This is an optimization exercise on Yosys and OpenROAD, whose aim is small area and a short achievable clock period, not a production implementation. Function was checked by simulation only, so behaviour that the tests miss may differ from the original. Power and IR drop assume default switching activity.

==> design/flow/design.v <==
package bbox_pkg;
    typedef logic signed [24-1:0] coord_t;
    typedef enum logic [3:0] {
        MSAA_1X  = 4'b1000,   
        MSAA_4X  = 4'b0100,   
        MSAA_16X = 4'b0010,   
        MSAA_64X = 4'b0001    
    } msaa_mode_e;
endpackage
module bbox_extent (
    input  logic [3*24-1:0] i_vert,      
    input  logic [24-1:0]           i_screen,
    input  logic [24-1:0]           i_mask,
    output logic [2:0]                        o_cmp,       
    output logic [2:0]                        o_lt,        
    output logic                              o_neg,       
    output logic                              o_ok         
);
    localparam int SF = 24;
    logic signed [SF-1:0] f0, f1, f2, s;
    logic                 pos0, pos1, pos2;   
    assign f0 = i_vert[0*SF +: SF] & i_mask;
    assign f1 = i_vert[1*SF +: SF] & i_mask;
    assign f2 = i_vert[2*SF +: SF] & i_mask;
    assign s  = i_screen;
    bbox_lt u_c01 (.i_a(f1), .i_b(f0), .o_lt(o_cmp[0]));
    bbox_lt u_c02 (.i_a(f2), .i_b(f0), .o_lt(o_cmp[1]));
    bbox_lt u_c12 (.i_a(f2), .i_b(f1), .o_lt(o_cmp[2]));
    bbox_lt u_l0 (.i_a(f0), .i_b(s), .o_lt(o_lt[0]));
    bbox_lt u_l1 (.i_a(f1), .i_b(s), .o_lt(o_lt[1]));
    bbox_lt u_l2 (.i_a(f2), .i_b(s), .o_lt(o_lt[2]));
    assign pos0 = !f0[SF-1] && |f0[SF-2:0];
    assign pos1 = !f1[SF-1] && |f1[SF-2:0];
    assign pos2 = !f2[SF-1] && |f2[SF-2:0];
    assign o_neg = f0[SF-1] || f1[SF-1] || f2[SF-1];
    assign o_ok = (o_lt[0] || o_lt[1] || o_lt[2])
               && !s[SF-1] && |s[SF-2:0]
               && (pos0 || pos1 || pos2);
endmodule
module bbox_lt (
    input  logic [24-1:0] i_a,
    input  logic [24-1:0] i_b,
    output logic                    o_lt       
);
    localparam int SF = 24;
    localparam int LV = 5;                  
    localparam int NP = 1 << LV;
    logic [NP-1:0] lt [LV+1];
    logic [NP-1:0] gt [LV+1];
    always_comb begin
        for (int l = 0; l <= LV; l++) begin
            lt[l] = '0;
            gt[l] = '0;
        end
        for (int i = 0; i < SF; i++) begin
            if (i == SF - 1) begin
                lt[0][i] = i_a[i] & ~i_b[i];
                gt[0][i] = ~i_a[i] & i_b[i];
            end else begin
                lt[0][i] = ~i_a[i] & i_b[i];
                gt[0][i] = i_a[i] & ~i_b[i];
            end
        end
        for (int l = 1; l <= LV; l++) begin
            for (int i = 0; i < (NP >> l); i++) begin
                lt[l][i] = lt[l-1][2*i+1] | (~gt[l-1][2*i+1] & lt[l-1][2*i]);
                gt[l][i] = gt[l-1][2*i+1] | (~lt[l-1][2*i+1] & gt[l-1][2*i]);
            end
        end
    end
    assign o_lt = lt[LV][0];
endmodule
module bbox_grid_clip (
    input  logic [3*24-1:0] i_vert,
    input  logic [24-1:0]           i_screen,
    input  logic [24-1:0]           i_mask,
    input  logic [2:0]                        i_cmp,       
    input  logic [2:0]                        i_lt,        
    input  logic                              i_neg,       
    output logic [24-1:0]           o_lo,
    output logic [24-1:0]           o_hi
);
    localparam int SF = 24;
    logic       c01, c02, c12;
    logic [2:0] lo, hi;
    logic [2:0] lo_sel;                     
    logic [3:0] hi_sel;                     
    assign {c12, c02, c01} = i_cmp;
    assign lo[0] = !c01 && !c02;
    assign lo[1] =  c01 && !c12;
    assign lo[2] =  c02 &&  c12;
    assign hi[0] =  c01 &&  c02;
    assign hi[1] = !c01 &&  c12;
    assign hi[2] = !c02 && !c12;
    assign lo_sel = i_neg ? 3'b000 : lo;
    assign hi_sel = (i_lt == 3'b111) ? {1'b0, hi} : 4'b1000;
    always_comb begin
        o_lo = '0;
        o_hi = i_screen & {SF{hi_sel[3]}};
        for (int v = 0; v < 3; v++) begin
            o_lo |= i_vert[v*SF +: SF] & i_mask & {SF{lo_sel[v]}};
            o_hi |= i_vert[v*SF +: SF] & i_mask & {SF{hi_sel[v]}};
        end
    end
endmodule
module bbox_pipe #(
    parameter int WIDTH = 1,
    parameter bit RESET = 1'b0
) (
    input  logic             clk,
    input  logic             i_rst,
    input  logic             i_halt,          
    input  logic [WIDTH-1:0] i_data,
    output logic [WIDTH-1:0] o_data
);
    if (RESET) begin : g_rst
        always_ff @(posedge clk) begin
            if (i_rst)        o_data <= '0;
            else if (!i_halt) o_data <= i_data;
        end
    end else begin : g_norst
        always_ff @(posedge clk) begin
            if (!i_halt) o_data <= i_data;
        end
    end
endmodule
module bbox (
    input  logic                              clk,
    input  logic                              i_rst,
    input  logic [3*24-1:0] i_vert_x,    
    input  logic [3*24-1:0] i_vert_y,
    input  logic                              i_valid,
    input  logic [24-1:0]           i_screen_w,
    input  logic [24-1:0]           i_screen_h,
    input  logic [3:0]                        i_msaa,        
    input  logic                              i_halt,
    output logic [3*24-1:0] o_vert_x,
    output logic [3*24-1:0] o_vert_y,
    output logic [24-1:0]           o_ll_x,
    output logic [24-1:0]           o_ll_y,
    output logic [24-1:0]           o_ur_x,
    output logic [24-1:0]           o_ur_y,
    output logic                              o_valid
);
    localparam int NV = 3;
    localparam int SF = 24;
    localparam int RX = 10;
    localparam int VW = NV * SF;
    logic [2:0]    keep_in;
    always_comb begin
        case (i_msaa)
            bbox_pkg::MSAA_4X:  keep_in = 3'b100;
            bbox_pkg::MSAA_16X: keep_in = 3'b110;
            bbox_pkg::MSAA_64X: keep_in = 3'b111;
            default:            keep_in = 3'b000;
        endcase
    end
    logic [VW-1:0] s1_vx, s1_vy;
    logic [SF-1:0] s1_sw, s1_sh;
    logic [2:0]    s1_keep;
    logic          s1_valid;
    bbox_pipe #(.WIDTH(2*VW + 2*SF + 3)) u_s1 (
        .clk(clk), .i_rst(i_rst), .i_halt(i_halt),
        .i_data({i_vert_x, i_vert_y, i_screen_w, i_screen_h, keep_in}),
        .o_data({s1_vx, s1_vy, s1_sw, s1_sh, s1_keep})
    );
    bbox_pipe #(.WIDTH(1), .RESET(1'b1)) u_s1v (
        .clk(clk), .i_rst(i_rst), .i_halt(i_halt), .i_data(i_valid), .o_data(s1_valid)
    );
    logic [SF-1:0] s1_mask;
    assign s1_mask = {{(SF-RX){1'b1}}, s1_keep, {(RX-3){1'b0}}};
    logic [2:0] cmp_x, cmp_y, lt_x, lt_y;
    logic       neg_x, neg_y, ok_x, ok_y;
    bbox_extent u_ext_x (
        .i_vert(s1_vx), .i_screen(s1_sw), .i_mask(s1_mask),
        .o_cmp(cmp_x), .o_lt(lt_x), .o_neg(neg_x), .o_ok(ok_x)
    );
    bbox_extent u_ext_y (
        .i_vert(s1_vy), .i_screen(s1_sh), .i_mask(s1_mask),
        .o_cmp(cmp_y), .o_lt(lt_y), .o_neg(neg_y), .o_ok(ok_y)
    );
    logic [VW-1:0] s2_vx, s2_vy;
    logic [SF-1:0] s2_sw, s2_sh;
    logic [2:0]    s2_keep;
    logic [2:0]    s2_cmp_x, s2_cmp_y, s2_lt_x, s2_lt_y;
    logic          s2_neg_x, s2_neg_y;
    logic          s2_valid;
    bbox_pipe #(.WIDTH(2*VW + 2*SF + 3 + 14)) u_s2 (
        .clk(clk), .i_rst(i_rst), .i_halt(i_halt),
        .i_data({s1_vx, s1_vy, s1_sw, s1_sh, s1_keep, cmp_x, cmp_y, lt_x, lt_y, neg_x, neg_y}),
        .o_data({s2_vx, s2_vy, s2_sw, s2_sh, s2_keep, s2_cmp_x, s2_cmp_y, s2_lt_x, s2_lt_y, s2_neg_x, s2_neg_y})
    );
    bbox_pipe #(.WIDTH(1), .RESET(1'b1)) u_s2v (
        .clk(clk), .i_rst(i_rst), .i_halt(i_halt),
        .i_data(s1_valid && ok_x && ok_y), .o_data(s2_valid)
    );
    logic [SF-1:0] s2_mask;
    assign s2_mask = {{(SF-RX){1'b1}}, s2_keep, {(RX-3){1'b0}}};
    logic [SF-1:0] ll_x, ll_y, ur_x, ur_y;
    bbox_grid_clip u_clip_x (
        .i_vert(s2_vx), .i_screen(s2_sw), .i_mask(s2_mask),
        .i_cmp(s2_cmp_x), .i_lt(s2_lt_x), .i_neg(s2_neg_x), .o_lo(ll_x), .o_hi(ur_x)
    );
    bbox_grid_clip u_clip_y (
        .i_vert(s2_vy), .i_screen(s2_sh), .i_mask(s2_mask),
        .i_cmp(s2_cmp_y), .i_lt(s2_lt_y), .i_neg(s2_neg_y), .o_lo(ll_y), .o_hi(ur_y)
    );
    logic [SF-RX+1:0] s3_ll_x, s3_ll_y;
    bbox_pipe #(.WIDTH(2*VW + 2*SF + 2*(SF-RX+2))) u_s3 (
        .clk(clk), .i_rst(i_rst), .i_halt(i_halt),
        .i_data({s2_vx, s2_vy, ur_x, ur_y, ll_x[SF-2:RX-3], ll_y[SF-2:RX-3]}),
        .o_data({o_vert_x, o_vert_y, o_ur_x, o_ur_y, s3_ll_x, s3_ll_y})
    );
    bbox_pipe #(.WIDTH(1), .RESET(1'b1)) u_s3v (
        .clk(clk), .i_rst(i_rst), .i_halt(i_halt), .i_data(s2_valid), .o_data(o_valid)
    );
    assign o_ll_x = {1'b0, s3_ll_x, {(RX-3){1'b0}}};
    assign o_ll_y = {1'b0, s3_ll_y, {(RX-3){1'b0}}};
endmodule
==> design/flow/flow/run.sh <==
#!/bin/bash
# Standard ORFS layout, with single-strength port buffers instead of the
# default delay-buffer cell; everything else as the standard.sh
set -euo pipefail
export BUFFER_PORTS_ARGS="-buffer_cell sky130_fd_sc_hd__buf_1"
bash standard.sh finish > flow_orfs.log 2>&1
==> design/flow/standard.sh <==
#!/bin/bash
# synth_recipe.tcl (not shown) runs the flow's synth.tcl, then flattens the netlist and writes it again
# the make line also repeats each setting of config.mk as NAME=value (left out here)
make -C /OpenROAD-flow-scripts/flow DESIGN_CONFIG=/design/flow/config.mk WORK_HOME=/design/flow/orfs CLKGATE_MAP_FILE= SYNTH_SCRIPT=/design/flow/synth_recipe.tcl "${@:-finish}"
==> design/flow/config.mk <==
export PLATFORM = sky130hd
export DESIGN_NAME = bbox
export DESIGN_NICKNAME = bbox
export VERILOG_FILES = /design/flow/design.v
export SDC_FILE = /design/flow/constraint.sdc
export NUM_CORES = 4
export LEC_CHECK = 0
export CAP_MARGIN = 20
export CORE_MARGIN = 2
export CORE_UTILIZATION = 70
export SETUP_SLACK_MARGIN = 5
export SLEW_MARGIN = 20
==> design/flow/constraint.sdc <==
create_clock -name core_clock -period 8.0 [get_ports {clk}]
set_input_delay 1.6000 -clock core_clock [delete_from_list [all_inputs] [get_ports {clk}]]
set_output_delay 1.6000 -clock core_clock [all_outputs]
set_load 0.01 [all_outputs]
==> parameters.txt, run 1 <==
Parameter                              Value

Floorplanning
  Die W    192 µm
  Initial Util    0.713
  Die Outline Area    36900 µm²
  Number of top-level pins    441
  Row count    68
  Chip Height    192 µm
  CORE AREA    34700 µm²

Timing
  Final Cycle Share    0.372
  Setup WS post-layout    5.03 ns
  Actual transition at the worst max-transition pin    1.34 ns
  Worst slew margin    0.109
  Highest clock rate    336 MHz
  Layout Skew    0.0208 ns
  Final setup viols    0
  RSZ-0062 raised after global routing    yes
  Final number of hold-violating endpoints    0
  TNS Setup    0 ns
  Slew Viols, Final    0
  Post-layout min period    2.97 ns

Yosys
  Dominant register cell in the synthesized netlist    sky130_fd_sc_hd__edfxtp_1
  #FFs+latches synth    631
  Mean cell area of the mapped netlist    15.6 µm²
  Gate count after technology mapping    1590
  Count of different cell masters after synthesis    74
  Post-synth design cell area    24800 µm²
  Count of flip-flops with a built-in enable after synthesis    628
  Ys Warns    9
  Fraction of registers with async set/reset    0
  Sequential share of the synthesized area    0.764

GRT
  Met2 usage in global routing    0.588
  First-pass GRT wire length    101000 µm
  Overall overflow remaining after global route    0
  M3 GR Usage    0.0925
  Initial antenna violation count    5
  Met1 layer usage reported by global route    0.522
  Number of global-route vias before repair    16305
  Aggregate global-route resource usage    0.378
  Maximum number of pins on one net before global-route repair    208
  Most used routing layer    met2

Placed design
  # port buffers    424
  # placed instances    2447
  Placed wire-length estimate    44700 µm
  Final weighted congestion of routability-driven global placement    0.948
  Worst slack at placement    3.61 ns

Min path
  Worst Hold Class    reg2reg

Worst setup path
  Crit path capture type    register
  Startpoint types    register
  Type of the worst setup path    reg2reg
  CP Data Arrival Time    3.39 ns
  Required time at the endpoint of the critical path    8.42 ns
  Maximum fanout along the worst path    11

Clock network
  Clk sink count    631
  Count of hold buffers inserted by post-cts repair    0
  Clock slew at the register clock pins of the worst setup and hold paths    0.07 ns
  Deepest level of the CTS H-tree    2
  Clock tree from TritonCTS    yes
  Clock Tree Buf Depth    3
  Clock Tree Root    sky130_fd_sc_hd__clkbuf_16
  Worst skew pair latency    0.60 ns
  Clock buffers created by TritonCTS    57

Cells and area
  Number of nets in the finished design    2259
  Top library cells by usage in the layout, fill and taps aside    628 x sky130_fd_sc_hd__edfxtp_1, 424 x sky130_fd_sc_hd__buf_1, 113 x sky130_fd_sc_hd__inv_1
  Synthesis-to-layout area growth    16.6%
  Fraction of layout instances using a drive strength above 1    0.0680
  Final non-filler cell total    2564
  Most frequent standard cell in the layout excluding fill and tap cells    sky130_fd_sc_hd__edfxtp_1

Detailed routing
  Drt via density    6.74
  Final Routed Wirelength    70500 µm
  Detailed-route wire length per cell    27.5 µm
  Iteration-0 DRC count of the detailed router    3049
  Routed via count    17294
  Remaining antenna violation count after routing    0
  1st-pass router iterations    12
  DRC errors left    0

Power
  Cell leakage power    10.0 nW
  Power density over the cells    263 nW/µm²
  Peak supply drop    0.286 mV

Run status
  Outcome    finished clean

Flow run
  Count of maximum capacitance violations    0
[cell usage after synthesis, types with 18 or more instances]
master                       n  area share
sky130_fd_sc_hd__inv_1     114       0.017
sky130_fd_sc_hd__nor2_1     84       0.013
sky130_fd_sc_hd__a22oi_1    72       0.022
sky130_fd_sc_hd__maj3_1     61       0.025
sky130_fd_sc_hd__nor4_1     20      0.0051
sky130_fd_sc_hd__a222oi_1   46       0.019
sky130_fd_sc_hd__buf_4      18      0.0055
sky130_fd_sc_hd__nor2b_1    22      0.0056
sky130_fd_sc_hd__o21ai_0    74       0.015
sky130_fd_sc_hd__edfxtp_1  628        0.76
sky130_fd_sc_hd__nand2b_1   21      0.0053
sky130_fd_sc_hd__a21oi_1    46      0.0093
sky130_fd_sc_hd__clkbuf_1   32      0.0049
sky130_fd_sc_hd__nand2_1   101       0.015
sky130_fd_sc_hd__nor3_1     20      0.0040
[metal layers]
| metal | part of all wire | routed length (µm) |
|---|---|---|
| met1 | 0.34 | 24200 |
| met2 | 0.47 | 33200 |
| met3 | 0.14 | 10200 |
| met4 | 0.042 | 2930 |
| met5 | 0 | 0 |
[cells by family (layout without fill, tap and decap cells)]
logic type,count (synthesis),count (layout),share of synthesized area
AO/OA/AOI/OAI,381,381,0.112
multiplexers,2,2,0.000809
XOR/XNOR,2,2,0.000708
AND/OR/NAND/NOR,336,336,0.0666
other,1,22,0.000151
buffers and inverters,170,668,0.0287
adder cells (fa/ha/maj),67,67,0.0274
flip-flops,631,631,0.764
[final cells by class]
type	instances	area, µm²
inverter	116	439
tap	455	569
multi-input combinational	804	5260
sequential	631	18900
clock buffer	66	1460
antenna	6	15.0
clock inverter	37	385
timing repair buffer	447	1810
fill	1646	5840
timing repair inverter	2	10.0
[worst max-delay path, stage by stage, from the launching register on]
cell and delay [ns]:
sky130_fd_sc_hd__edfxtp_1 0.65, sky130_fd_sc_hd__nand2_1 0.22, sky130_fd_sc_hd__o21ai_0 0.20, sky130_fd_sc_hd__o211ai_1 0.12, sky130_fd_sc_hd__a22o_1 0.21, sky130_fd_sc_hd__maj3_1 0.39, sky130_fd_sc_hd__maj3_1 0.42, sky130_fd_sc_hd__maj3_2 0.35
sky130_fd_sc_hd__o21ai_1 0.23
[registers in the layout, indices dropped and copies added (netlist names)]
signal and count:
u_s3v.o_data 1, u_s2.o_data 209, u_s1v.o_data 1, u_s3.o_data 224, u_s2v.o_data 1, u_s1.o_data 195
[power by group]
group          internal, mW  switching [mW]  total (mW)
logic                 0.235           0.430       0.665
registers              3.94           0.237        4.18
clock network          1.54            1.21        2.75
[stage by stage]
step	utilization	area (µm²)	power (mW)	hold WS [ns]
final	0.832	28900	7.59	0.420
after global routing	0.832	28900	7.78	0.430
after CTS	0.829	28800	7.56	0.419
after detailed placement	0.775	26900	4.84	0.405
after global placement	0.775	26900	4.81	0.400
after floorplan	-	24800	4.58	0.400
[final timing paths]
check                           slack [ns]                 startpoint                        end  depth (start not counted)
worst max-delay path                  5.03   u_s1.o_data[0]$_DFFE_PN_   u_s2.o_data[9]$_DFFE_PN_                          8
worst min-delay path                  0.42  u_s2.o_data[68]$_DFFE_PN_  u_s3.o_data[83]$_DFFE_PN_                          0
worst max register to register        5.03   u_s1.o_data[0]$_DFFE_PN_   u_s2.o_data[9]$_DFFE_PN_                          8
worst min register to register        0.42  u_s2.o_data[68]$_DFFE_PN_  u_s3.o_data[83]$_DFFE_PN_                          0
[repair_timing]
action,4_1_cts,5_1_grt
setup endpoints to repair,585,68
pin swaps,0,0
cloned,2,0
buffers inserted,0,4
resized for setup,2,5
==> inputs of run 2 (changes only) <==
--- a/design/flow/config.mk
+++ b/design/flow/config.mk
@@ -8,5 +8,5 @@
 export CAP_MARGIN = 20
 export CORE_MARGIN = 2
-export CORE_UTILIZATION = 70
+export CORE_UTILIZATION = 80
 export SETUP_SLACK_MARGIN = 5
 export SLEW_MARGIN = 20
==> run 2 against run 1 <==
Area after synthesis unchanged. Synthesized cell count unchanged. The run now fails in clock tree synthesis (4_1_cts).
==> parameters.txt, run 2 <==
Parameter                              Value

Clock network
  Clk sink count    631 (unchanged)
  Clock Tree Buf Depth    3 (unchanged)
  Setup fix buffers added after clock tree synthesis    10 (+10)
  Clock Tree Root    sky130_fd_sc_hd__clkbuf_16
  Number of gates resized after CTS    8 (+6)
  Deepest level of the CTS H-tree    2 (unchanged)
  Clock buffers created by TritonCTS    56 (-1.8%)
  Count of hold buffers inserted by post-cts repair    0 (unchanged)

Placed design
  # port buffers    424 (unchanged)
  Post-placement cell area    26800 µm² (-0.26%)
  Placed wire-length estimate    49200 µm (+10%)
  Final weighted congestion of routability-driven global placement    1.02 (+7.2%)

Yosys
  Mean cell area of the mapped netlist    15.6 µm² (unchanged)
  Synth area leader    sky130_fd_sc_hd__edfxtp_1
  Count of different cell masters after synthesis    74 (unchanged)
  Top-count cell post-synth    sky130_fd_sc_hd__edfxtp_1
  Dominant register cell in the synthesized netlist    sky130_fd_sc_hd__edfxtp_1
  Fraction of synthesized cell area taken by the top area cell type    0.762 (unchanged)
  Sequential share of the synthesized area    0.764 (unchanged)
  Gate count after technology mapping    1590 (unchanged)
  Post-synth design cell area    24800 µm² (unchanged)
  Count of flip-flops with a built-in enable after synthesis    628 (unchanged)
  Top cells by instance count after synthesis    628 x sky130_fd_sc_hd__edfxtp_1, 114 x sky130_fd_sc_hd__inv_1, 101 x sky130_fd_sc_hd__nand2_1
  #FFs+latches synth    631 (unchanged)
  Cell types with the largest area share after synthesis    sky130_fd_sc_hd__edfxtp_1 76%, sky130_fd_sc_hd__maj3_1 2.5%, sky130_fd_sc_hd__a22oi_1 2.2%, sky130_fd_sc_hd__a222oi_1 1.9%, sky130_fd_sc_hd__inv_1 1.7%
  Fraction of registers with async set/reset    0 (unchanged)
  Ys Warns    9 (unchanged)

Run status
  Error message    [ERROR DPL-0033] detailed placement checks failed during check placement.
  Stopped at    clock tree synthesis (4_1_cts)
  Outcome    stopped before the end

Floorplanning
  Initial Util    0.812 (+0.0983)
  Row count    64 (-5.9%)
  Chip Height    180 µm (-6.3%)
  Number of top-level pins    441 (unchanged)
  Die W    180 µm (-6.3%)
[run 2: cell counts after synthesis]
No cell type changed its count.
[run 2: cells by family after synthesis]
family	count (synthesis)	share of synthesized area
flip-flops	631	0.764
AO/OA/AOI/OAI	381	0.112
AND/OR/NAND/NOR	336	0.0666
buffers and inverters	170	0.0287
adder cells (fa/ha/maj)	67	0.0274
XOR/XNOR	2	0.000708
multiplexers	2	0.000809
other	1	0.000151
[run 2: metrics by stage]
stage | std cells | utilization | setup slack (ns)
after global placement | 2390 | 0.880 | 4.08
after detailed placement | 2390 | 0.880 | 3.95
after floorplan | 1605 | - | -3.32
[run 2: worst max-delay path by stage]
| stage | slack, ns | startpoint | to | cells after the start |
|---|---|---|---|---|
| after floorplan | -3.32 | i_halt | u_s1.o_data[0]$_DFFE_PN_ | 1 |
| after global placement | 4.08 | i_halt | u_s3.o_data[131]$_DFFE_PN_ | 4 |
| after detailed placement | 3.95 | i_halt | u_s3.o_data[134]$_DFFE_PN_ | 4 |
[run 2: power groups by stage]
stage	Combinational, mW	Clock [mW]	Sequential [mW]
floorplan	0.374	0	4.21
global placement	0.597	0	4.20
detailed placement	0.636	0	4.23
==> inputs of run 3 (changes only) <==
==> design/flow/flow/run.sh (replaced) <==
#!/bin/bash
# Standard ORFS layout, with single-strength port buffers instead of the
# default delay-buffer cell, and timing repair aimed past the 5 ns margin cap
set -euo pipefail
export BUFFER_PORTS_ARGS="-buffer_cell sky130_fd_sc_hd__buf_1"
bash standard.sh SETUP_SLACK_MARGIN=5.5 finish > flow_orfs.log 2>&1
--- a/design/flow/config.mk
+++ b/design/flow/config.mk
@@ -8,5 +8,5 @@
 export CAP_MARGIN = 20
 export CORE_MARGIN = 2
-export CORE_UTILIZATION = 80
+export CORE_UTILIZATION = 70
 export SETUP_SLACK_MARGIN = 5
 export SLEW_MARGIN = 20
==> run 3 against run 2 <==
The run now finishes clean. Synthesized cell count is the same. Area after synthesis unchanged.
==> parameters.txt, run 3 <==
Parameter                              Value

Detailed routing
  Routed via count    18488
  Iteration-0 DRC count of the detailed router    4250
  Remaining antenna violation count after routing    0
  Drt via density    7.08
  Final Routed Wirelength    80500 µm
  DRC errors left    0
  Detailed-route wire length per cell    30.8 µm
  1st-pass router iterations    8

Power
  Proportion of total power due to net switching    0.261
  Net switching power    2.04 mW
  Int Power    5.78 mW
  Peak supply drop    0.342 mV
  Cell leakage power    11.0 nW
  Part of the power in combinational logic    0.102
  Power density over the cells    260 nW/µm²
  Post-layout power    7.82 mW
  Clock group share of total power    0.363
  Part of the power in registers    0.536

Clock network
  Deepest level of the CTS H-tree    2 (unchanged)
  Clk sink count    631 (unchanged)
  Clock tree from TritonCTS    yes
  Clock slew at the register clock pins of the worst setup and hold paths    0.09 ns
  Clock Tree Buf Depth    3 (unchanged)
  Clock Tree Root    sky130_fd_sc_hd__clkbuf_16
  Worst skew pair latency    0.63 ns
  Clock buffers created by TritonCTS    57 (+1.8%)

Cells and area
  Number of nets in the finished design    2310
  Synthesis-to-layout area growth    21.4%
  Largest regs    u_s3.o_data (224), u_s2.o_data (209), u_s1.o_data (195)
  Top library cells by usage in the layout, fill and taps aside    628 x sky130_fd_sc_hd__edfxtp_1, 219 x sky130_fd_sc_hd__buf_1, 150 x sky130_fd_sc_hd__clkbuf_2
  Largest register FFs    224
  Fraction of layout instances using a drive strength above 1    0.207
  Top reg by flops    u_s3.o_data
  Most frequent standard cell in the layout excluding fill and tap cells    sky130_fd_sc_hd__edfxtp_1
  Final non-filler cell total    2612

Worst setup path
  R2r worst-path depth    8
  Crit path capture type    register
  CP Data Arrival Time    3.22 ns
  Launch instance of the worst register-to-register path    u_s1.o_data[28]$_DFFE_PN_
  Maximum fanout along the worst path    4
  Required time at the endpoint of the critical path    8.33 ns
  Terminus of the critical flop-to-flop path    u_s2.o_data[6]$_DFFE_PN_
  Type of the worst setup path    reg2reg
  Worst R2R Setup Slack    5.11 ns
  Startpoint types    register

Yosys
  Post-synth design cell area    24800 µm² (unchanged)
  Cell types with the largest area share after synthesis    sky130_fd_sc_hd__edfxtp_1 76%, sky130_fd_sc_hd__maj3_1 2.5%, sky130_fd_sc_hd__a22oi_1 2.2%, sky130_fd_sc_hd__a222oi_1 1.9%, sky130_fd_sc_hd__inv_1 1.7%
  Count of different cell masters after synthesis    74 (unchanged)
  Count of flip-flops with a built-in enable after synthesis    628 (unchanged)
  Fraction of synthesized cell area taken by the top area cell type    0.762 (unchanged)
  Synth area leader    sky130_fd_sc_hd__edfxtp_1
  Sequential share of the synthesized area    0.764 (unchanged)
  #FFs+latches synth    631 (unchanged)
  Top-count cell post-synth    sky130_fd_sc_hd__edfxtp_1
  Gate count after technology mapping    1590 (unchanged)
  Top cells by instance count after synthesis    628 x sky130_fd_sc_hd__edfxtp_1, 114 x sky130_fd_sc_hd__inv_1, 101 x sky130_fd_sc_hd__nand2_1
  Dominant register cell in the synthesized netlist    sky130_fd_sc_hd__edfxtp_1
  Mean cell area of the mapped netlist    15.6 µm² (unchanged)
  Ys Warns    9 (unchanged)
  Fraction of registers with async set/reset    0 (unchanged)

Floorplanning
  Row count    68 (+6.3%)
  Chip Height    192 µm (+6.8%)
  Die W    192 µm (+6.8%)
  Number of top-level pins    441 (unchanged)
  Initial Util    0.713 (-0.0983)
  CORE AREA    34700 µm²
  Die Outline Area    36900 µm²

Timing
  Layout Skew    0.0473 ns
  Worst slew margin    0.190
  Post-layout min period    2.89 ns
  Slew Viols, Final    0
  Actual transition at the worst max-transition pin    1.21 ns
  Highest clock rate    346 MHz
  RSZ-0062 raised after global routing    yes
  Final Hold Slack    0.421 ns
  Final number of hold-violating endpoints    0
  Final Cycle Share    0.361
  Final setup viols    0

Min path
  Hold Crit Endpoint    u_s3.o_data[86]$_DFFE_PN_
  Hold path startpoint    u_s2.o_data[71]$_DFFE_PN_
  Cell depth of the worst hold path    0
  Worst Hold Class    reg2reg

GRT
  Met2 usage in global routing    0.643
  Met1 layer usage reported by global route    0.557
  Most used routing layer    met2
  Aggregate global-route resource usage    0.410
  Initial antenna violation count    6
  Maximum number of pins on one net before global-route repair    109
  First-pass GRT wire length    109000 µm
  Overall overflow remaining after global route    0
  M3 GR Usage    0.100
  Number of global-route vias before repair    16731

Placed design
  # port buffers    424 (unchanged)
  Placed wire-length estimate    44700 µm (-9.3%)
  # placed instances    2447 (+2.4%)
  Final weighted congestion of routability-driven global placement    0.948 (-6.7%)

Run status
  Outcome    finished clean

Flow run
  Count of maximum capacitance violations    0
==> run 3: cell counts after synthesis <==
Identical to the previous run, type by type.
==> run 3: kinds of logic (layout without fill, tap and decap cells) <==
| logic type | Yosys count | after routing | share of synthesized area |
|---|---|---|---|
| AO/OA/AOI/OAI | 381 | 381 | 0.112 |
| AND/OR/NAND/NOR | 336 | 336 | 0.0666 |
| buffers and inverters | 170 | 719 | 0.0287 |
| other | 1 | 19 | 0.000151 |
| multiplexers | 2 | 2 | 0.000809 |
| flip-flops | 631 | 631 | 0.764 |
| adder cells (fa/ha/maj) | 67 | 67 | 0.0274 |
| XOR/XNOR | 2 | 2 | 0.000708 |
==> run 3: worst max-delay path by stage <==
stage / startpoint / endpoint / slack, ns / depth (start not counted)
after floorplan: i_halt / u_s1.o_data[0]$_DFFE_PN_ / -3.32 / 1
after global placement: i_halt / u_s3.o_data[48]$_DFFE_PN_ / 3.71 / 4
after detailed placement: i_halt / u_s3.o_data[120]$_DFFE_PN_ / 3.61 / 4
after CTS: u_s3.o_data[126]$_DFFE_PN_ / o_vert_y[46] / 5.18 / 1
after global routing: u_s1.o_data[28]$_DFFE_PN_ / u_s2.o_data[6]$_DFFE_PN_ / 5.08 / 8
final: u_s1.o_data[28]$_DFFE_PN_ / u_s2.o_data[6]$_DFFE_PN_ / 5.11 / 8
==> run 3: through the flow <==
stage / utilization / setup slack [ns] / area [µm²] / TNS (ns)
6_report: 0.866 / 5.11 / 30100 / 0
3_5_place_dp: 0.775 / 3.61 / 26900 / 0
5_1_grt: 0.866 / 5.08 / 30100 / 0
4_1_cts: 0.843 / 5.18 / 29300 / 0
3_3_place_gp: 0.775 / 3.71 / 26900 / 0
2_1_floorplan: - / -3.32 / 24800 / -2088.15
==> run 3: layout make-up <==
| cell class | instances | area, µm² |
|---|---|---|
| inverter | 116 | 439 |
| multi-input combinational | 804 | 5570 |
| sequential | 631 | 18900 |
| timing repair buffer | 498 | 2700 |
| antenna | 3 | 7.51 |
| tap | 455 | 569 |
| fill | 1453 | 4660 |
| clock inverter | 37 | 385 |
| timing repair inverter | 2 | 12.5 |
| clock buffer | 66 | 1460 |
==> run 3: critical path, cell delays in order (launching register included) <==
cell and delay, ns:
sky130_fd_sc_hd__edfxtp_1 0.44, sky130_fd_sc_hd__or4_4 0.67, sky130_fd_sc_hd__o21ai_4 0.29, sky130_fd_sc_hd__a211oi_2 0.14, sky130_fd_sc_hd__o32ai_2 0.27, sky130_fd_sc_hd__maj3_2 0.28, sky130_fd_sc_hd__o211ai_1 0.11, sky130_fd_sc_hd__a211oi_2 0.29
sky130_fd_sc_hd__inv_1 0.09
==> run 3: power groups by stage <==
stage | clock (mW) | sequential [mW] | combinational (mW)
2_1_floorplan | 0 | 4.21 | 0.374
3_3_place_gp | 0 | 4.20 | 0.601
3_5_place_dp | 0 | 4.22 | 0.621
4_1_cts | 2.75 | 4.16 | 0.682
5_1_grt | 2.93 | 4.20 | 0.836
6_report | 2.84 | 4.19 | 0.794
==> run 3: routing by layer <==
layer | wire [µm] | vias up | part of all wire
met5 | 53 | - | 0.00066
met4 | 4440 | 6 | 0.055
met3 | 13200 | 369 | 0.16
met2 | 37500 | 2163 | 0.47
met1 | 25300 | 8642 | 0.31
li1 | - | 7308 | -
==> run 3: timing repair <==
action / CTS / global route
resized for setup: 109 / 219
cloned: 4 / 1
setup buffers: 20 / 33
setup endpoints to repair: 863 / 390
pin swaps: 15 / 28
hold buffers: 0 / 0
==> inputs of run 4 (changes only) <==
--- a/design/flow/flow/run.sh
+++ b/design/flow/flow/run.sh
@@ -4,3 +4,3 @@
 set -euo pipefail
 export BUFFER_PORTS_ARGS="-buffer_cell sky130_fd_sc_hd__buf_1"
-bash standard.sh SETUP_SLACK_MARGIN=5.5 finish > flow_orfs.log 2>&1
+bash standard.sh SETUP_SLACK_MARGIN=5.3 finish > flow_orfs.log 2>&1
==> run 4 against run 3 <==
Routed wire length fell by 4.6%. Still clean. Largest power group unchanged. Global-route usage fell by 1.2 points. Worst hold slack got worse by 0.0098 ns. Register-to-register slack barely moved. Via count fell by 2.7%.
==> parameters.txt, run 4 <==
Parameter                              Value

Yosys
  Adder-cell share of the synthesized area    0.0274 (unchanged)
  Cell types with the largest area share after synthesis    sky130_fd_sc_hd__edfxtp_1 76%, sky130_fd_sc_hd__maj3_1 2.5%, sky130_fd_sc_hd__a22oi_1 2.2%, sky130_fd_sc_hd__a222oi_1 1.9%, sky130_fd_sc_hd__inv_1 1.7%
  Simple-gate portion of the synthesized area    0.0666 (unchanged)
  Post-synth design cell area    24800 µm² (unchanged)
  Main combinational cell family by area after synthesis    compound AO/OA/AOI/OAI gates
  Synth area leader    sky130_fd_sc_hd__edfxtp_1
  Dominant register cell in the synthesized netlist    sky130_fd_sc_hd__edfxtp_1
  Top cells by instance count after synthesis    628 x sky130_fd_sc_hd__edfxtp_1, 114 x sky130_fd_sc_hd__inv_1, 101 x sky130_fd_sc_hd__nand2_1
  Count of flip-flops with a built-in enable after synthesis    628 (unchanged)
  Ys Warns    9 (unchanged)
  Fraction of synthesized cell area taken by the top area cell type    0.762 (unchanged)
  Mean cell area of the mapped netlist    15.6 µm² (unchanged)
  Top-count cell post-synth    sky130_fd_sc_hd__edfxtp_1
  Fraction of synthesized area in multiplexers    0.000809 (unchanged)
  Area share of xor/xnor cells in the synthesized design    0.000707 (unchanged)
  Sequential share of the synthesized area    0.764 (unchanged)
  #FFs+latches synth    631 (unchanged)
  Gate count after technology mapping    1590 (unchanged)
  Fraction of registers with async set/reset    0 (unchanged)
  Count of different cell masters after synthesis    74 (unchanged)
  Compound-cell area share of the yosys netlist    0.112 (unchanged)

Cells and area
  Post-layout util    0.849 (-0.0172)
  Fraction of layout instances using a drive strength above 1    0.176 (-0.0310)
  Top library cells by usage in the layout, fill and taps aside    628 x sky130_fd_sc_hd__edfxtp_1, 222 x sky130_fd_sc_hd__buf_1, 148 x sky130_fd_sc_hd__clkbuf_2
  Largest regs    u_s3.o_data (224), u_s2.o_data (209), u_s1.o_data (195)
  Post-route design area    29500 µm² (-2.0%)
  Largest register FFs    224 (unchanged)
  Top reg by flops    u_s3.o_data
  Synthesis-to-layout area growth    19.0%
  Number of nets in the finished design    2275 (-1.5%)
  Most frequent standard cell in the layout excluding fill and tap cells    sky130_fd_sc_hd__edfxtp_1

Detailed routing
  Remaining antenna violation count after routing    0 (unchanged)
  Iteration-0 DRC count of the detailed router    3473 (-18%)
  Detailed-route wire length per cell    29.8 µm (-3.4%)
  DRC errors left    0 (unchanged)
  Final Routed Wirelength    76800 µm (-4.6%)
  1st-pass router iterations    8 (unchanged)
  Routed via count    17981 (-2.7%)
  Drt via density    6.97 (-1.5%)

GRT
  Overall overflow remaining after global route    0 (unchanged)
  Initial antenna violation count    7 (+1)
  Maximum number of pins on one net before global-route repair    208 (+91%)
  First-pass GRT wire length    106000 µm (-2.8%)
  Aggregate global-route resource usage    0.398 (-0.0120)
  Number of global-route vias before repair    16491 (-1.4%)

Clock network
  Clk sink count    631 (unchanged)
  Clock Tree Buf Depth    3 (unchanged)
  Clock tree from TritonCTS    yes
  Worst skew pair latency    0.62 ns (about the same)
  Clock buffers created by TritonCTS    57 (unchanged)
  Deepest level of the CTS H-tree    2 (unchanged)
  Clock slew at the register clock pins of the worst setup and hold paths    0.09 ns (about the same)
  Clock Tree Root    sky130_fd_sc_hd__clkbuf_16

Run status
  Outcome    finished clean

Worst setup path
  CP delay by family, top    compound AO/OA/AOI/OAI gates
  Most frequent CP cell    sky130_fd_sc_hd__a211oi_1
  Required time at the endpoint of the critical path    8.44 ns (+0.11 ns)
  Crit path capture type    register
  Type of the worst setup path    reg2reg
  Cells along the critical path    or4_4 -> o31ai_2 -> a221oi_1 -> a211oi_1 -> or4_1 -> o21ai_0 -> a211oi_1 -> a32oi_2
  Critical-path top delay cell    sky130_fd_sc_hd__or4_4
  Maximum fanout along the worst path    4 (unchanged)
  Worst path buffer plus inverter count    0 (-1)
  Largest incremental delay on the critical path    0.66 ns (about the same)
  CP Data Arrival Time    3.32 ns (+0.10 ns)
  Startpoint types    register

Timing
  Highest clock rate    348 MHz (+0.45%)
  RSZ-0062 raised after global routing    yes
  Final number of hold-violating endpoints    0 (unchanged)
  Final Cycle Share    0.360 (-0.00161)
  Setup WS post-layout    5.12 ns (+0.0129 ns)
  Worst slew margin    0.128 (-0.0625)
  Post-layout min period    2.88 ns (-0.0129 ns)
  TNS Setup    0 ns (unchanged)
  Final setup viols    0 (unchanged)
  Layout Skew    0.0386 ns (-0.00872 ns)
  Actual transition at the worst max-transition pin    1.30 ns (+0.0909 ns)
  Slew Viols, Final    0 (unchanged)

Power
  Cell leakage power    10.8 nW (-2.5%)
  Peak supply drop    0.276 mV (-19%)
  Power density over the cells    262 nW/µm² (+0.68%)
  Post-layout power    7.72 mW (-1.3%)

Floorplanning
  CORE AREA    34700 µm² (unchanged)
  Number of top-level pins    441 (unchanged)
  Row count    68 (unchanged)
  Die W    192 µm (unchanged)
  Chip Height    192 µm (unchanged)
  Initial Util    0.713 (unchanged)
  Die Outline Area    36900 µm² (unchanged)

Placed design
  Final weighted congestion of routability-driven global placement    0.948 (unchanged)
  # port buffers    424 (unchanged)
  Placed wire-length estimate    44700 µm (unchanged)
  Post-placement cell area    26900 µm² (unchanged)
  Worst slack at placement    3.61 ns (unchanged)

Flow run
  Count of maximum capacitance violations    0 (unchanged)

Min path
  Worst Hold Class    reg2reg
run 4: cell counts after synthesis:
Identical to the previous run, type by type.
run 4: worst paths after layout:
check                             from                         to  slack, ns  cells past startpoint
max          u_s1.o_data[29]$_DFFE_PN_  u_s2v.o_data$_SDFFE_PP0N_       5.12                      8
min          u_s1.o_data[52]$_DFFE_PN_  u_s2.o_data[66]$_DFFE_PN_       0.41                      0
max reg2reg  u_s1.o_data[29]$_DFFE_PN_  u_s2v.o_data$_SDFFE_PP0N_       5.12                      8
min reg2reg  u_s1.o_data[52]$_DFFE_PN_  u_s2.o_data[66]$_DFFE_PN_       0.41                      0
run 4: metrics by stage:
stage / hold WS [ns] / std cells
floorplan: 0.400 / 1605
global placement: 0.400 / 2447
detailed placement: 0.405 / 2447
CTS: 0.419 / 2566
global route: 0.421 / 2577
finish: 0.411 / 2579
run 4: per-layer routing:
metal  up-vias  part of all wire  GRT usage
li1       7234                 -          -
met1      8449              0.33      0.546
met2      1961              0.47      0.623
met3       333              0.15     0.0946
met4         4             0.049      0.169
met5         -           0.00040          0
run 4: power breakdown:
part           internal [mW]  switching [mW]  leakage, nW
registers               3.94           0.251         6.19
logic                  0.270           0.455         3.68
clock network           1.54            1.27        0.898
total                   5.75            1.97         10.8
run 4: kinds of logic (layout without fill, tap and decap cells):
| logic type | after synthesis | after routing |
|---|---|---|
| muxes | 2 | 2 |
| AOI/OAI and AO/OA | 381 | 381 |
| and+or+nand+nor | 336 | 336 |
| adders and majority gates | 67 | 67 |
| other | 1 | 21 |
| xor gates and xnor gates | 2 | 2 |
| DFF | 631 | 631 |
| buffers and inverters | 170 | 684 |
run 4: repair_timing:
action | in CTS | in global routing
buffers inserted | 14 | 7
resized for setup | 85 | 177
hold buffers | 0 | 0
endpoints found under the setup margin | 829 | 537
pin swaps | 8 | 3
gates cloned | 2 | 1
run 4: worst reg2reg max path, stage by stage, from the launching register on:
cell and delay, ns:
sky130_fd_sc_hd__edfxtp_1 0.44, sky130_fd_sc_hd__or4_4 0.66, sky130_fd_sc_hd__o31ai_2 0.37, sky130_fd_sc_hd__a221oi_1 0.19, sky130_fd_sc_hd__a211oi_1 0.30, sky130_fd_sc_hd__or4_1 0.16, sky130_fd_sc_hd__o21ai_0 0.16, sky130_fd_sc_hd__a211oi_1 0.31
sky130_fd_sc_hd__a32oi_2 0.14
run 4: cell type report:
class | instances | area, µm²
inverter | 116 | 439
sequential | 631 | 18900
timing repair inverter | 2 | 12.5
clock inverter | 37 | 385
fill | 1553 | 5250
tap | 455 | 569
multi-input combinational | 804 | 5360
clock buffer | 66 | 1460
antenna | 5 | 12.5
timing repair buffer | 463 | 2300
==> inputs of run 5 (changes only) <==
==> design/flow/flow/run.sh (replaced) <==
#!/bin/bash
# Standard ORFS layout with three changes to how it is built:
#  - single-strength port buffers instead of the default delay-buffer cell
#  - timing repair aimed past the 5 ns margin cap
#  - clock tree with larger sink clusters and no dummy balancing loads
set -euo pipefail
export BUFFER_PORTS_ARGS="-buffer_cell sky130_fd_sc_hd__buf_1"
export CTS_ARGS="-sink_clustering_enable -repair_clock_nets -dont_use_dummy_load -sink_clustering_size 25 -sink_clustering_max_diameter 80"
bash standard.sh SETUP_SLACK_MARGIN=5.3 finish > flow_orfs.log 2>&1
==> run 5 against run 4 <==
Still clean. Final area down 3.9%. Sequential cell count unchanged. Final cell count down 3.3%. Synthesized cell count unchanged. Sequential power about the same. Die area unchanged. Clock power down 42%. Sequential share of layout area up 2.6 points. Critical path depth down 7. Via count down 4.7%. Routed wire length down 7.5%. Critical path type is now reg2out. Critical endpoint is now o_ur_y[5]. Largest cell class unchanged.
==> parameters.txt, run 5 <==
Parameter                              Value

Run status
  Outcome    finished clean

Worst setup path
  Maximum fanout along the worst path    1 (-3)
  Cells along the critical path    buf_1
  Crit path capture type    output port
  Required time at the endpoint of the critical path    6.40 ns (-2.04 ns)
  CP delay by family, top    flip-flops
  Startpoint types    register
  CP Data Arrival Time    1.22 ns (-2.10 ns)
  Critical-path top delay cell    sky130_fd_sc_hd__edfxtp_1
  Worst path buffer plus inverter count    1 (+1)
  Largest incremental delay on the critical path    0.44 ns (-0.22 ns)
  Type of the worst setup path    reg2out

Power
  Power density over the cells    230 nW/µm² (-12%)
  Post-layout power    6.52 mW (-16%)
  Cell leakage power    10.2 nW (-5.1%)
  Peak supply drop    0.298 mV (+7.8%)

Timing
  Final setup viols    0 (unchanged)
  Final Cycle Share    0.352 (-0.00718)
  RSZ-0062 raised after global routing    yes
  Slew Viols, Final    0 (unchanged)
  Worst slew margin    0.185 (+0.0579)
  Final number of hold-violating endpoints    0 (unchanged)
  Layout Skew    0.0429 ns (+0.00424 ns)
  Actual transition at the worst max-transition pin    1.22 ns (-0.0839 ns)
  Final Hold Slack    0.428 ns (+0.0173 ns)
  TNS Setup    0 ns (unchanged)
  Highest clock rate    355 MHz (+2.0%)
  Post-layout min period    2.82 ns (-0.0574 ns)

Clock network
  Clock buffers created by TritonCTS    30 (-47%)
  Clock Tree Root    sky130_fd_sc_hd__clkbuf_16
  Clock Tree Buf Depth    3 (unchanged)
  Worst skew pair latency    0.59 ns (-0.03 ns)
  Clk sink count    631 (unchanged)
  Count of hold buffers inserted by post-cts repair    0 (unchanged)
  Deepest level of the CTS H-tree    1 (-1)
  Clock tree from TritonCTS    yes
  Clock slew at the register clock pins of the worst setup and hold paths    0.12 ns (+0.03 ns)

Cells and area
  Top library cells by usage in the layout, fill and taps aside    628 x sky130_fd_sc_hd__edfxtp_1, 221 x sky130_fd_sc_hd__buf_1, 157 x sky130_fd_sc_hd__clkbuf_2
  # diodes    0 (-5)
  Largest regs    u_s3.o_data (224), u_s2.o_data (209), u_s1.o_data (195)
  Fraction of layout instances using a drive strength above 1    0.154 (-0.0211)
  Synthesis-to-layout area growth    14.4%
  Top reg by flops    u_s3.o_data
  Largest register FFs    224 (unchanged)
  Most frequent standard cell in the layout excluding fill and tap cells    sky130_fd_sc_hd__edfxtp_1
  Number of nets in the finished design    2242 (-1.5%)
  Filler Cells Inserted    1745 (+12%)
  Final non-filler cell total    2495 (-3.3%)

Floorplanning
  Row count    68 (unchanged)
  Chip Height    192 µm (unchanged)
  Number of top-level pins    441 (unchanged)
  Initial Util    0.713 (unchanged)
  CORE AREA    34700 µm² (unchanged)
  Die Outline Area    36900 µm² (unchanged)
  Die W    192 µm (unchanged)

Detailed routing
  Final Routed Wirelength    71100 µm (-7.5%)
  Detailed-route wire length per cell    28.5 µm (-4.4%)
  DRC errors left    0 (unchanged)
  Drt via density    6.87 (-1.5%)
  Remaining antenna violation count after routing    0 (unchanged)
  Iteration-0 DRC count of the detailed router    3238 (-6.8%)
  1st-pass router iterations    9 (+1)
  Routed via count    17133 (-4.7%)

Flow run
  Count of maximum capacitance violations    0 (unchanged)

Min path
  Worst Hold Class    reg2reg

Placed design
  Final weighted congestion of routability-driven global placement    0.948 (unchanged)
  # port buffers    424 (unchanged)
  Placed wire-length estimate    44700 µm (unchanged)
  # placed instances    2447 (unchanged)

GRT
  Met1 layer usage reported by global route    0.520 (-0.0254)
  First-pass GRT wire length    98600 µm (-6.9%)
  Number of global-route vias before repair    15741 (-4.5%)
  Met2 usage in global routing    0.587 (-0.0361)
  Initial antenna violation count    1 (-6)
  Aggregate global-route resource usage    0.367 (-0.0311)
  Most used routing layer    met2
  Maximum number of pins on one net before global-route repair    208 (unchanged)
  M3 GR Usage    0.0733 (-0.0214)
  Overall overflow remaining after global route    0 (unchanged)

Yosys
  #FFs+latches synth    631 (unchanged)
  Fraction of synthesized cell area taken by the top area cell type    0.762 (unchanged)
  Mean cell area of the mapped netlist    15.6 µm² (unchanged)
  Synth area leader    sky130_fd_sc_hd__edfxtp_1
  Fraction of registers with async set/reset    0 (unchanged)
  Cell types with the largest area share after synthesis    sky130_fd_sc_hd__edfxtp_1 76%, sky130_fd_sc_hd__maj3_1 2.5%, sky130_fd_sc_hd__a22oi_1 2.2%, sky130_fd_sc_hd__a222oi_1 1.9%, sky130_fd_sc_hd__inv_1 1.7%
  Sequential share of the synthesized area    0.764 (unchanged)
  Gate count after technology mapping    1590 (unchanged)
  Post-synth design cell area    24800 µm² (unchanged)
  Top-count cell post-synth    sky130_fd_sc_hd__edfxtp_1
  Ys Warns    9 (unchanged)
  Count of different cell masters after synthesis    74 (unchanged)
  Dominant register cell in the synthesized netlist    sky130_fd_sc_hd__edfxtp_1
  Count of flip-flops with a built-in enable after synthesis    628 (unchanged)
  Top cells by instance count after synthesis    628 x sky130_fd_sc_hd__edfxtp_1, 114 x sky130_fd_sc_hd__inv_1, 101 x sky130_fd_sc_hd__nand2_1
## run 5: report_power, final
| group | internal, mW | total, mW | switching (mW) |
|---|---|---|---|
| Combinational | 0.268 | 0.707 | 0.439 |
| Sequential | 3.93 | 4.17 | 0.241 |
| Clock | 0.667 | 1.64 | 0.970 |
| Total | 4.87 | 6.52 | 1.65 |
## run 5: what timing repair did
item,in CTS,in global routing
pin swaps,5,8
resized for setup,71,190
buffers inserted,12,3
endpoints found under the setup margin,842,589
cloned,2,1
## run 5: final cells by class
class / instances / area (µm²) / share of cell area
Inverter: 116 / 439 / 0.0155
Sequential cell: 631 / 18900 / 0.668
Tap cell: 455 / 569 / 0.0201
Clock buffer: 30 / 751 / 0.0265
Timing Repair inverter: 2 / 12.5 / 0.000442
Timing Repair Buffer: 457 / 2260 / 0.0799
Multi-Input combinational cell: 804 / 5360 / 0.189
## run 5: worst paths after layout
check                                to                  startpoint  cells after the start  slack [ns]
min reg2reg  u_s3.o_data[132]$_DFFE_PN_  u_s2.o_data[117]$_DFFE_PN_                      0        0.43
min          u_s3.o_data[132]$_DFFE_PN_  u_s2.o_data[117]$_DFFE_PN_                      0        0.43
max                           o_ur_y[5]   u_s3.o_data[37]$_DFFE_PN_                      1        5.18
max reg2reg   u_s2v.o_data$_SDFFE_PP0N_   u_s1.o_data[27]$_DFFE_PN_                      8        5.20
## run 5: per-layer routing
layer / share of wire / wire length, µm
met1: 0.34 / 24400
met2: 0.48 / 33800
met3: 0.14 / 9940
met4: 0.041 / 2920
met5: 0.00018 / 13
## run 5: stage by stage
step / setup slack (ns) / utilization / instance area (µm²)
2_1_floorplan: -3.32 / - / 24800
3_5_place_dp: 3.61 / 0.775 / 26900
5_1_grt: 5.10 / 0.816 / 28300
6_report: 5.18 / 0.816 / 28300
3_3_place_gp: 3.71 / 0.775 / 26900
4_1_cts: 5.19 / 0.805 / 27900
## run 5: cell families after synthesis
family,synth area share
DFF,0.764
AOI/OAI and AO/OA,0.112
and+or+nand+nor,0.0666
buffers and inverters,0.0287
adders and majority gates,0.0274
xor gates and xnor gates,0.000708
muxes,0.000809
other,0.000151
==> inputs of run 6 (changes only) <==
--- a/design/flow/design.v
+++ b/design/flow/design.v
@@ -15,5 +15,5 @@
     output logic [2:0]                        o_lt,        
     output logic                              o_neg,       
-    output logic                              o_ok         
+    output logic                              o_pos        
 );
     localparam int SF = 24;
@@ -34,7 +34,5 @@
     assign pos2 = !f2[SF-1] && |f2[SF-2:0];
     assign o_neg = f0[SF-1] || f1[SF-1] || f2[SF-1];
-    assign o_ok = (o_lt[0] || o_lt[1] || o_lt[2])
-               && !s[SF-1] && |s[SF-2:0]
-               && (pos0 || pos1 || pos2);
+    assign o_pos = pos0 || pos1 || pos2;
 endmodule
 module bbox_lt (
@@ -78,6 +76,8 @@
     input  logic [2:0]                        i_lt,        
     input  logic                              i_neg,       
+    input  logic                              i_pos,       
     output logic [24-1:0]           o_lo,
-    output logic [24-1:0]           o_hi
+    output logic [24-1:0]           o_hi,
+    output logic                              o_ok         
 );
     localparam int SF = 24;
@@ -95,4 +95,5 @@
     assign lo_sel = i_neg ? 3'b000 : lo;
     assign hi_sel = (i_lt == 3'b111) ? {1'b0, hi} : 4'b1000;
+    assign o_ok = (i_lt != 3'b000) && !i_screen[SF-1] && |i_screen[SF-2:0] && i_pos;
     always_comb begin
         o_lo = '0;
@@ -171,12 +172,12 @@
     assign s1_mask = {{(SF-RX){1'b1}}, s1_keep, {(RX-3){1'b0}}};
     logic [2:0] cmp_x, cmp_y, lt_x, lt_y;
-    logic       neg_x, neg_y, ok_x, ok_y;
+    logic       neg_x, neg_y, pos_x, pos_y;
     bbox_extent u_ext_x (
         .i_vert(s1_vx), .i_screen(s1_sw), .i_mask(s1_mask),
-        .o_cmp(cmp_x), .o_lt(lt_x), .o_neg(neg_x), .o_ok(ok_x)
+        .o_cmp(cmp_x), .o_lt(lt_x), .o_neg(neg_x), .o_pos(pos_x)
     );
     bbox_extent u_ext_y (
         .i_vert(s1_vy), .i_screen(s1_sh), .i_mask(s1_mask),
-        .o_cmp(cmp_y), .o_lt(lt_y), .o_neg(neg_y), .o_ok(ok_y)
+        .o_cmp(cmp_y), .o_lt(lt_y), .o_neg(neg_y), .o_pos(pos_y)
     );
     logic [VW-1:0] s2_vx, s2_vy;
@@ -184,25 +185,28 @@
     logic [2:0]    s2_keep;
     logic [2:0]    s2_cmp_x, s2_cmp_y, s2_lt_x, s2_lt_y;
-    logic          s2_neg_x, s2_neg_y;
+    logic          s2_neg_x, s2_neg_y, s2_pos_x, s2_pos_y;
     logic          s2_valid;
-    bbox_pipe #(.WIDTH(2*VW + 2*SF + 3 + 14)) u_s2 (
-        .clk(clk), .i_rst(i_rst), .i_halt(i_halt),
-        .i_data({s1_vx, s1_vy, s1_sw, s1_sh, s1_keep, cmp_x, cmp_y, lt_x, lt_y, neg_x, neg_y}),
-        .o_data({s2_vx, s2_vy, s2_sw, s2_sh, s2_keep, s2_cmp_x, s2_cmp_y, s2_lt_x, s2_lt_y, s2_neg_x, s2_neg_y})
+    bbox_pipe #(.WIDTH(2*VW + 2*SF + 3 + 16)) u_s2 (
+        .clk(clk), .i_rst(i_rst), .i_halt(i_halt),
+        .i_data({s1_vx, s1_vy, s1_sw, s1_sh, s1_keep, cmp_x, cmp_y, lt_x, lt_y, neg_x, neg_y, pos_x, pos_y}),
+        .o_data({s2_vx, s2_vy, s2_sw, s2_sh, s2_keep, s2_cmp_x, s2_cmp_y, s2_lt_x, s2_lt_y, s2_neg_x, s2_neg_y, s2_pos_x, s2_pos_y})
     );
     bbox_pipe #(.WIDTH(1), .RESET(1'b1)) u_s2v (
         .clk(clk), .i_rst(i_rst), .i_halt(i_halt),
-        .i_data(s1_valid && ok_x && ok_y), .o_data(s2_valid)
+        .i_data(s1_valid), .o_data(s2_valid)
     );
     logic [SF-1:0] s2_mask;
     assign s2_mask = {{(SF-RX){1'b1}}, s2_keep, {(RX-3){1'b0}}};
     logic [SF-1:0] ll_x, ll_y, ur_x, ur_y;
+    logic          ok_x, ok_y;
     bbox_grid_clip u_clip_x (
         .i_vert(s2_vx), .i_screen(s2_sw), .i_mask(s2_mask),
-        .i_cmp(s2_cmp_x), .i_lt(s2_lt_x), .i_neg(s2_neg_x), .o_lo(ll_x), .o_hi(ur_x)
+        .i_cmp(s2_cmp_x), .i_lt(s2_lt_x), .i_neg(s2_neg_x), .i_pos(s2_pos_x),
+        .o_lo(ll_x), .o_hi(ur_x), .o_ok(ok_x)
     );
     bbox_grid_clip u_clip_y (
         .i_vert(s2_vy), .i_screen(s2_sh), .i_mask(s2_mask),
-        .i_cmp(s2_cmp_y), .i_lt(s2_lt_y), .i_neg(s2_neg_y), .o_lo(ll_y), .o_hi(ur_y)
+        .i_cmp(s2_cmp_y), .i_lt(s2_lt_y), .i_neg(s2_neg_y), .i_pos(s2_pos_y),
+        .o_lo(ll_y), .o_hi(ur_y), .o_ok(ok_y)
     );
     logic [SF-RX+1:0] s3_ll_x, s3_ll_y;
@@ -213,5 +217,6 @@
     );
     bbox_pipe #(.WIDTH(1), .RESET(1'b1)) u_s3v (
-        .clk(clk), .i_rst(i_rst), .i_halt(i_halt), .i_data(s2_valid), .o_data(o_valid)
+        .clk(clk), .i_rst(i_rst), .i_halt(i_halt),
+        .i_data(s2_valid && ok_x && ok_y), .o_data(o_valid)
     );
     assign o_ll_x = {1'b0, s3_ll_x, {(RX-3){1'b0}}};
==> run 6 against run 5 <==
Worst setup slack lost 0.051 ns. Combinational power increased by 3%. Final cell count is 1.4% higher. Clock-buffer cell count increased by 1. Global-route usage rose by 3.2 points. Sequential share of layout area down 0.074 points. Critical path type unchanged. Largest cell class unchanged.
==> parameters.txt, run 6 <==
Parameter                              Value

Run status
  Outcome    finished clean

Worst setup path
  Startpoint types    register
  Launch instance of the worst register-to-register path    u_s1.o_data[1]$_DFFE_PN_
  Crit path capture type    output port
  Worst R2R Setup Slack    5.17 ns (-0.03 ns)
  CP delay by family, top    flip-flops
  Required time at the endpoint of the critical path    6.40 ns (about the same)
  Largest incremental delay on the critical path    0.49 ns (+0.05 ns)
  Critical-path top delay cell    sky130_fd_sc_hd__edfxtp_1
  R2r worst-path depth    7 (-1)
  Number of stages on the worst setup path    1 (unchanged)
  Terminus of the critical flop-to-flop path    u_s2.o_data[14]$_DFFE_PN_
  Type of the worst setup path    reg2out
  Maximum fanout along the worst path    1 (unchanged)
  Worst path buffer plus inverter count    1 (unchanged)
  Cells along the critical path    buf_6
  CP Data Arrival Time    1.27 ns (+0.05 ns)

Clock network
  Worst skew pair latency    0.62 ns (+0.03 ns)
  Clock tree from TritonCTS    yes
  Clock slew at the register clock pins of the worst setup and hold paths    0.12 ns (about the same)
  Clock Tree Buf Depth    3 (unchanged)
  Deepest level of the CTS H-tree    1 (unchanged)
  Count of hold buffers inserted by post-cts repair    0 (unchanged)
  Clk sink count    633 (+0.32%)
  Clock Tree Root    sky130_fd_sc_hd__clkbuf_16
  Clock buffers created by TritonCTS    31 (+3.3%)

GRT
  Number of global-route vias before repair    16298 (+3.5%)
  Initial antenna violation count    2 (+1)
  Met1 layer usage reported by global route    0.563 (+0.0425)
  Most used routing layer    met2
  Met2 usage in global routing    0.594 (+0.00688)
  Aggregate global-route resource usage    0.400 (+0.0325)
  Overall overflow remaining after global route    0 (unchanged)
  M3 GR Usage    0.115 (+0.0420)
  First-pass GRT wire length    106000 µm (+7.1%)
  Maximum number of pins on one net before global-route repair    153 (-26%)

Min path
  Hold Crit Endpoint    u_s3.o_data[200]$_DFFE_PN_
  Cell depth of the worst hold path    0 (unchanged)
  Worst Hold Class    reg2reg
  Hold path startpoint    u_s2.o_data[187]$_DFFE_PN_

Floorplanning
  Die Outline Area    37100 µm² (+0.48%)
  Row count    69 (+1.5%)
  Number of top-level pins    441 (unchanged)
  Chip Height    193 µm (+0.24%)
  CORE AREA    35300 µm² (+1.7%)
  Die W    193 µm (+0.24%)
  Initial Util    0.705 (-0.00865)

Timing
  Layout Skew    0.0652 ns (+0.0223 ns)
  Slew Viols, Final    0 (unchanged)
  RSZ-0062 raised after global routing    yes
  TNS Setup    0 ns (unchanged)
  Final number of hold-violating endpoints    0 (unchanged)
  Final setup viols    0 (unchanged)
  Final Cycle Share    0.359 (+0.00633)
  Highest clock rate    348 MHz (-1.8%)
  Actual transition at the worst max-transition pin    1.08 ns (-0.145 ns)
  Worst slew margin    0.282 (+0.0970)
  Post-layout min period    2.87 ns (+0.0507 ns)

Yosys
  Area share of xor/xnor cells in the synthesized design    0.000704 (-0.00000342)
  Gate count after technology mapping    1630 (+2.5%)
  Fraction of synthesized cell area taken by the top area cell type    0.760 (-0.00126)
  Main combinational cell family by area after synthesis    compound AO/OA/AOI/OAI gates
  #FFs+latches synth    633 (+0.32%)
  Fraction of synthesized area in multiplexers    0.000805 (-0.00000390)
  Count of flip-flops with a built-in enable after synthesis    630 (+0.32%)
  Top-count cell post-synth    sky130_fd_sc_hd__edfxtp_1
  Post-synth design cell area    24900 µm² (+0.49%)
  Simple-gate portion of the synthesized area    0.0620 (-0.00460)
  Sequential share of the synthesized area    0.763 (-0.00127)
  Adder-cell share of the synthesized area    0.0296 (+0.00223)
  Count of different cell masters after synthesis    64 (-14%)
  Fraction of registers with async set/reset    0 (unchanged)
  Dominant register cell in the synthesized netlist    sky130_fd_sc_hd__edfxtp_1
  Ys Warns    9 (unchanged)
  Synth area leader    sky130_fd_sc_hd__edfxtp_1
  Top cells by instance count after synthesis    630 x sky130_fd_sc_hd__edfxtp_1, 109 x sky130_fd_sc_hd__nand2_1, 91 x sky130_fd_sc_hd__inv_1, 91 x sky130_fd_sc_hd__nor2_1, 80 x sky130_fd_sc_hd__a21oi_1
  Cell types with the largest area share after synthesis    sky130_fd_sc_hd__edfxtp_1 76%, sky130_fd_sc_hd__maj3_1 2.7%, sky130_fd_sc_hd__a22oi_1 2.1%, sky130_fd_sc_hd__a222oi_1 1.9%, sky130_fd_sc_hd__nand2_1 1.6%
  Mean cell area of the mapped netlist    15.3 µm² (-2.0%)
  Compound-cell area share of the yosys netlist    0.114 (+0.00228)

Placed design
  Final weighted congestion of routability-driven global placement    1.01 (+7.0%)
  # placed instances    2478 (+1.3%)
  Placed wire-length estimate    47600 µm (+6.5%)
  # port buffers    424 (unchanged)

Detailed routing
  DRC errors left    0 (unchanged)
  Final Routed Wirelength    77600 µm (+9.2%)
  Drt via density    7.09 (+3.3%)
  Remaining antenna violation count after routing    0 (unchanged)
  Iteration-0 DRC count of the detailed router    3940 (+22%)
  Detailed-route wire length per cell    30.7 µm (+7.7%)
  1st-pass router iterations    14 (+5)
  Routed via count    17935 (+4.7%)

Power
  Peak supply drop    0.340 mV (+14%)
  Cell leakage power    10.2 nW (-0.16%)
  Power density over the cells    233 nW/µm² (+1.2%)

Cells and area
  Largest regs    u_s3.o_data (224), u_s2.o_data (211), u_s1.o_data (195)
  Number of nets in the finished design    2267 (+1.1%)
  Final non-filler cell total    2529 (+1.4%)
  Largest register FFs    224 (unchanged)
  Synthesis-to-layout area growth    14.3% (about the same)
  Fraction of layout instances using a drive strength above 1    0.154 (-0.000417)
  Top reg by flops    u_s3.o_data
  Top library cells by usage in the layout, fill and taps aside    630 x sky130_fd_sc_hd__edfxtp_1, 216 x sky130_fd_sc_hd__buf_1, 148 x sky130_fd_sc_hd__clkbuf_2
  Most frequent standard cell in the layout excluding fill and tap cells    sky130_fd_sc_hd__edfxtp_1

Flow run
  Count of maximum capacitance violations    0 (unchanged)
## run 6: changes by cell type after synthesis, sizes merged, moves of 6 or more
| cell | change |
|---|---|
| a21oi | +33 |
| nand2 | +8 |
| clkbuf | +16 |
| nand3b | -6 |
| nand2b | -8 |
| nor4 | +6 |
| nor2 | +7 |
| nor2b | -8 |
| maj3 | +6 |
| o22ai | +18 |
## run 6: kinds of logic after synthesis
group | Yosys count
DFF | 633
muxes | 2
buffers and inverters | 180
xor gates and xnor gates | 2
and+or+nand+nor | 327
AOI/OAI and AO/OA | 412
adders and majority gates | 73
other | 1
## run 6: final cells by class
class                   instances  area, µm²
fillers                      1755       6870
multi-input cells             832       5310
well taps                     461        577
inverters                     113        450
clock buffers                  31        776
flip-flops and latches        633      19000
repair buffers                453       2270
repair inverters                3       62.6
diodes                          3       7.51
## run 6: metal layers
metal | vias up | part of all wire
met1 | 8372 | 0.34
li1 | 7231 | -
met3 | 388 | 0.17
met5 | - | 0
met4 | 0 | 0.056
met2 | 1944 | 0.44
## run 6: timing repair
item | 4_1_cts | 5_1_grt
pin swaps | 2 | 6
setup endpoints to repair | 859 | 772
cloned | 4 | 0
resized for setup | 92 | 178
buffers inserted | 6 | 7
## run 6: through the flow
step | hold WS (ns) | total power [mW] | util | area (µm²) | setup WS [ns]
after floorplan | 0.400 | 4.56 | - | 25000 | 4.21
after global placement | 0.400 | 4.86 | 0.764 | 27000 | 3.98
after detailed placement | 0.405 | 4.89 | 0.764 | 27000 | 3.87
after CTS | 0.423 | 6.49 | 0.796 | 28100 | 5.17
after global routing | 0.433 | 6.77 | 0.805 | 28400 | 5.13
final | 0.407 | 6.63 | 0.805 | 28400 | 5.13
## run 6: worst max path at each step
stage                                     from                    endpoint  slack (ns)
global placement                        i_halt  u_s1.o_data[132]$_DFFE_PN_        3.98
CTS                 u_s3.o_data[154]$_DFFE_PN_                 o_vert_x[2]        5.17
floorplan                               i_halt   u_s3v.o_data$_SDFFE_PP0N_        4.21
global route        u_s3.o_data[154]$_DFFE_PN_                 o_vert_x[2]        5.13
finish               u_s3.o_data[88]$_DFFE_PN_                 o_vert_y[8]        5.13
detailed placement                      i_halt  u_s2.o_data[154]$_DFFE_PN_        3.87
## run 6: power breakdown
| part | total [mW] | switching, mW | leakage [nW] | internal [mW] |
|---|---|---|---|---|
| registers | 4.23 | 0.281 | 6.21 | 3.95 |
| clock network | 1.67 | 0.983 | 0.382 | 0.689 |
| logic | 0.725 | 0.456 | 3.61 | 0.268 |
| total | 6.63 | 1.72 | 10.2 | 4.91 |

## static timing again, ports no longer ideal
Ports are ideal in the flow. The routed layouts listed here were re-timed in OpenROAD.
Step 1 assumes that a clkbuf_16 drives the clock port and a buf_2 every other input.
Step 2 adds t to the input delays and takes it off the output delays; t is the mean of the earliest and latest rising clock arrival at the registers after step 1. Input paths then give back, and output paths get back, about the clock's delay inside the block.
Three values: no drivers, after step 1, after step 2; two values: the first two.
| run | t (ns) | slack for setup (ns) | latest minus earliest clock arrival (ns) |
|---|---|---|---|
| run 1 | 0.649 | 5.027 / 5.027 / 4.528 | 0.021 / 0.021 |
| run 3 | 0.663 | 5.111 / 5.101 / 4.560 | 0.049 / 0.048 |
| run 4 | 0.657 | 5.124 / 5.124 / 4.675 | 0.040 / 0.039 |
| run 5 | 0.641 | 5.181 / 5.126 / 4.733 | 0.068 / 0.068 |
| run 6 | 0.647 | 5.130 / 5.073 / 4.881 | 0.066 / 0.066 |
After both steps setup and hold are still met in every run listed. The setup slack of run 3, which loses most, moves by -0.010 ns with the drivers and by -0.551 ns with both steps.
